Source: an optimization exercise on an open RTL-to-GDS flow (aim: small area, a short achievable clock period and few clock cycles per item). Production flows keep margins and buffers that such runs may drop. In this exercise RTL edits were held to simulation tests only and were not proved equivalent to the original.

==> inputs of run Z <==
// mul_unit_top
module mul_unit_top
(
  input  logic        clk,
  input  logic        rst_n,
  input  logic        in_valid,
  output logic        in_ready,
  input  logic [31:0] in_a,
  input  logic [31:0] in_b,
  input  logic [7:0]  in_tag,
  output logic        out_valid,
  input  logic        out_ready,
  output logic [63:0] out_product,
  output logic [7:0]  out_tag
);
==> module mul_pipeline, before the edit <==
module mul_pipeline
(
  input  logic        clk,
  input  logic        rst_n,
  input  logic        in_valid,
  output logic        in_ready,
  input  logic [31:0] in_a,
  input  logic [31:0] in_b,
  input  logic [7:0]  in_tag,
  output logic        out_valid,
  input  logic        out_ready,
  output logic [63:0] out_product,
  output logic [7:0]  out_tag
);
  logic        sk_valid;
  logic [31:0] sk_a, sk_b;
  logic [7:0]  sk_tag;
  logic        s1_valid;
  logic [31:0] s1_a;
  logic [16:0] s1_one;
  logic [15:0] s1_two, s1_neg;
  logic [7:0]  s1_tag;
  logic [31:0] nx_b;
  logic [16:0] nx_one;
  logic [15:0] nx_two, nx_neg;
  logic        s2_valid;
  logic        s2_idle;     
  logic [63:0] s2_product;
  logic [7:0]  s2_tag;
  logic [63:0] product;
  logic        adv2, adv1, accept;
  logic        sk_next;
  logic        rdy_q;
  assign in_ready = rdy_q;
  assign accept   = in_valid && rdy_q;
  assign adv2     = s2_idle || out_ready;
  assign adv1     = !s1_valid || adv2;
  assign sk_next = adv1 ? 1'b0 : (sk_valid || accept);
  always_ff @(posedge clk or negedge rst_n) begin
    if (!rst_n) begin
      sk_valid <= 1'b0;
      rdy_q    <= 1'b0;
      s1_valid <= 1'b0;
      s2_valid <= 1'b0;
      s2_idle  <= 1'b1;
    end else begin
      sk_valid <= sk_next;
      rdy_q    <= !sk_next;
      if (adv1) s1_valid <= sk_valid || accept;
      if (adv2) begin
        s2_valid <= s1_valid;
        s2_idle  <= !s1_valid;
      end
    end
  end
  always_ff @(posedge clk) begin
    if (!sk_valid) begin
      sk_a   <= in_a;
      sk_b   <= in_b;
      sk_tag <= in_tag;
    end
  end
  assign nx_b = sk_valid ? sk_b : in_b;
  for (genvar i = 0; i < 16; i++) begin : g_enc
    logic hi, mid, lo;
    assign hi  = nx_b[2*i+1];
    assign mid = nx_b[2*i];
    if (i == 0) begin : g_first
      assign lo = 1'b0;
    end else begin : g_rest
      assign lo = nx_b[2*i-1];
    end
    assign nx_one[i] = mid ^ lo;
    assign nx_two[i] = (hi & !mid & !lo) | (!hi & mid & lo);
    assign nx_neg[i] = hi & !(mid & lo);
  end
  assign nx_one[16] = nx_b[31];
  always_ff @(posedge clk) begin
    if (adv1) begin
      s1_a   <= sk_valid ? sk_a   : in_a;
      s1_one <= nx_one;
      s1_two <= nx_two;
      s1_neg <= nx_neg;
      s1_tag <= sk_valid ? sk_tag : in_tag;
    end
  end
  mul_split u_mul (
    .a       (s1_a),
    .one     (s1_one),
    .two     (s1_two),
    .neg     (s1_neg),
    .product (product)
  );
  always_ff @(posedge clk) begin
    if (adv2) begin
      s2_product <= product;
      s2_tag     <= s1_tag;
    end
  end
  assign out_valid   = s2_valid;
  assign out_product = s2_product;
  assign out_tag     = s2_tag;
endmodule
==> flow/config.mk <==
export PLATFORM = sky130hd
export DESIGN_NAME = mul_unit_top
export DESIGN_NICKNAME = mul_unit_top
export VERILOG_FILES = /design/flow/design.v
export SDC_FILE = /design/flow/constraint.sdc
export NUM_CORES = 4
export LEC_CHECK = 0
export ABC_CLOCK_PERIOD_IN_PS = 6000
export CAP_MARGIN = 50
export CORE_MARGIN = 2
export CORE_UTILIZATION = 65
export CTS_CLUSTER_DIAMETER = 90
export CTS_CLUSTER_SIZE = 28
export GPL_TIMING_DRIVEN = 1
export SLEW_MARGIN = 60
export SYNTH_HIERARCHICAL = 1
==> flow/constraint.sdc <==
create_clock -name core_clock -period 26.0 [get_ports {clk}]
set_input_delay 5.2000 -clock core_clock [delete_from_list [all_inputs] [get_ports {clk}]]
set_output_delay 5.2000 -clock core_clock [all_outputs]
set_load 0.01 [all_outputs]
standard.sh (not shown) runs the stock make flow with config.mk's settings and CLKGATE_MAP_FILE= SYNTH_SCRIPT=/design/flow/synth_recipe.tcl, a recipe that flattens the netlist after the stock synthesis.
==> flow/flow/run.sh <==
#!/bin/bash
set -euo pipefail
export BUFFER_PORTS_ARGS="-buffer_cell sky130_fd_sc_hd__buf_2"
export POST_RESIZE_TCL="$(pwd)/flow/rebuffer.tcl"
bash standard.sh finish > standard.log 2>&1
==> flow/flow/rebuffer.tcl <==
proc my_esc { name } {
  return [string map [list "\[" "\\\[" "\]" "\\\]"] $name]
}

proc my_rebuffer { cell } {
  set block [ord::get_db_block]
  set n 0
  foreach inst [$block getInsts] {
    set name [$inst getName]
    if { ![string match "u_pipe.s1_a*" $name] && ![string match "u_pipe.s1_one*" $name] \
         && ![string match "u_pipe.s1_two*" $name] && ![string match "u_pipe.s1_neg*" $name] } { continue }
    set qterm [$inst findITerm Q]
    if { $qterm == "NULL" } { continue }
    set net [$qterm getNet]
    if { $net == "NULL" } { continue }
    # strip buffers hanging off this net (repeatedly, for multi-level trees)
    for {set pass 0} {$pass < 4} {incr pass} {
      set bufs {}
      foreach it [$net getITerms] {
        set li [$it getInst]
        if { $li == $inst } { continue }
        set m [[$li getMaster] getName]
        if { [string match "sky130_fd_sc_hd__buf_*" $m] || [string match "sky130_fd_sc_hd__clkbuf_*" $m] } {
          set c [get_cells -quiet [$li getName]]
          if { [llength $c] == 1 } { lappend bufs $c }
        }
      }
      if { [llength $bufs] == 0 } { break }
      foreach b $bufs { remove_buffers $b }
    }
    set loads 0
    foreach it [$net getITerms] { if { [$it isInputSignal] } { incr loads } }
    if { $loads < 6 } { continue }
    set loc [$inst getLocation]
    set x [expr { [lindex $loc 0] / 1000.0 }]
    set y [expr { [lindex $loc 1] / 1000.0 }]
    insert_buffer -net [get_nets [$net getName]] -buffer_cell $cell -location [list $x $y]
    incr n
  }
  puts "my_rebuffer: buffered $n operand nets with $cell"
}

my_rebuffer sky130_fd_sc_hd__buf_8
==> run C (differences from run Z) <==
--- a/flow/design.v
+++ b/flow/design.v
@@ -2909,5 +2909,4 @@
   logic [15:0] nx_two, nx_neg;
   logic        s2_valid;
-  logic        s2_idle;     
   logic [63:0] s2_product;
   logic [7:0]  s2_tag;
@@ -2917,6 +2916,6 @@
   logic        rdy_q;
   assign in_ready = rdy_q;
-  assign accept   = in_valid && rdy_q;
-  assign adv2     = s2_idle || out_ready;
+  assign accept   = in_valid && !sk_valid;
+  assign adv2     = !s2_valid || out_ready;
   assign adv1     = !s1_valid || adv2;
   assign sk_next = adv1 ? 1'b0 : (sk_valid || accept);
@@ -2924,16 +2923,12 @@
     if (!rst_n) begin
       sk_valid <= 1'b0;
-      rdy_q    <= 1'b0;
+      rdy_q    <= 1'b1;
       s1_valid <= 1'b0;
       s2_valid <= 1'b0;
-      s2_idle  <= 1'b1;
     end else begin
       sk_valid <= sk_next;
       rdy_q    <= !sk_next;
       if (adv1) s1_valid <= sk_valid || accept;
-      if (adv2) begin
-        s2_valid <= s1_valid;
-        s2_idle  <= !s1_valid;
-      end
+      if (adv2) s2_valid <= s1_valid;
     end
   end
==> flow/flow/run.sh (replaced) <==
#!/bin/bash
# The standard layout, with plain buffers (buf_2) on the ports instead of
# the resizer's default pick, a delay cell. Everything else is the standard flow's own
# flow (standard.sh), run unchanged.
set -euo pipefail
export BUFFER_PORTS_ARGS="-buffer_cell sky130_fd_sc_hd__buf_2"
bash standard.sh finish > standard.log 2>&1
--- a/flow/config.mk
+++ b/flow/config.mk
@@ -9,8 +9,5 @@
 export CAP_MARGIN = 50
 export CORE_MARGIN = 2
-export CORE_UTILIZATION = 65
-export CTS_CLUSTER_DIAMETER = 90
-export CTS_CLUSTER_SIZE = 28
-export GPL_TIMING_DRIVEN = 1
+export CORE_UTILIZATION = 50
 export SLEW_MARGIN = 60
 export SYNTH_HIERARCHICAL = 1
removed: flow/flow/rebuffer.tcl
==> notes <==
Area after synthesis is about the same in run Z and run C. First-iteration DRC count: run C is smaller than run Z (about 0.6%). Of run Z and run C, run Z has the higher hold slack (gap 0.013 ns). In run Z the clock-buffer cell count is lower than in run C, by 16.
==> figures <==
metric                                             run C       run Z
Mapped Avg Cell Area                           11.22 µm²   11.22 µm²
Post-Synthesis Net Count                            3452        3455
Layout Cell Area excl Fill                     33660 µm²   33540 µm²
Ratio of layout area to synthesized area         1.0523x     1.0475x
Status                          timing/DRC/antenna clean  timing/DRC/antenna clean
Combined flip-flop and latch cell area          6381 µm²    6406 µm²
Wire length of the first global-routing pass   168000 µm   159400 µm
Fill cell count                                     5557        3671
Testbench counts of run Z, summed over its fixed seeds: cycles 16,016, items 16,000.
Testbench counts of run C, summed over its fixed seeds: cycles 16,016, items 16,000.

## what the ideal ports hide
Ports are ideal in the flow. The routed layouts listed here were re-timed in OpenROAD.
Step 1, drivers: a clkbuf_16 drives clk and a buf_2 each remaining input, both assumed.
Step 2 adds t to the input delays and takes it off the output delays; t is the mean of the earliest and latest rising clock arrival at the registers after step 1. Input paths then give back, and output paths get back, about the clock's delay inside the block.
Slacks: no drivers / after step 1 / after step 2; pairs: no drivers / after step 1.
run	t, ns	slack for setup (ns)	hold WS [ns]	clock arrival spread, ns
run Z	0.579	19.614 / 19.614 / 19.388	0.428 / 0.428 / 0.428	0.046 / 0.047
run C	0.643	19.510 / 19.510 / 19.342	0.415 / 0.415 / 0.415	0.012 / 0.012
After both steps every run listed still meets setup and hold. For run Z, which loses most, drivers alone change the setup slack by 0.000 ns; drivers and shift together by -0.226 ns.
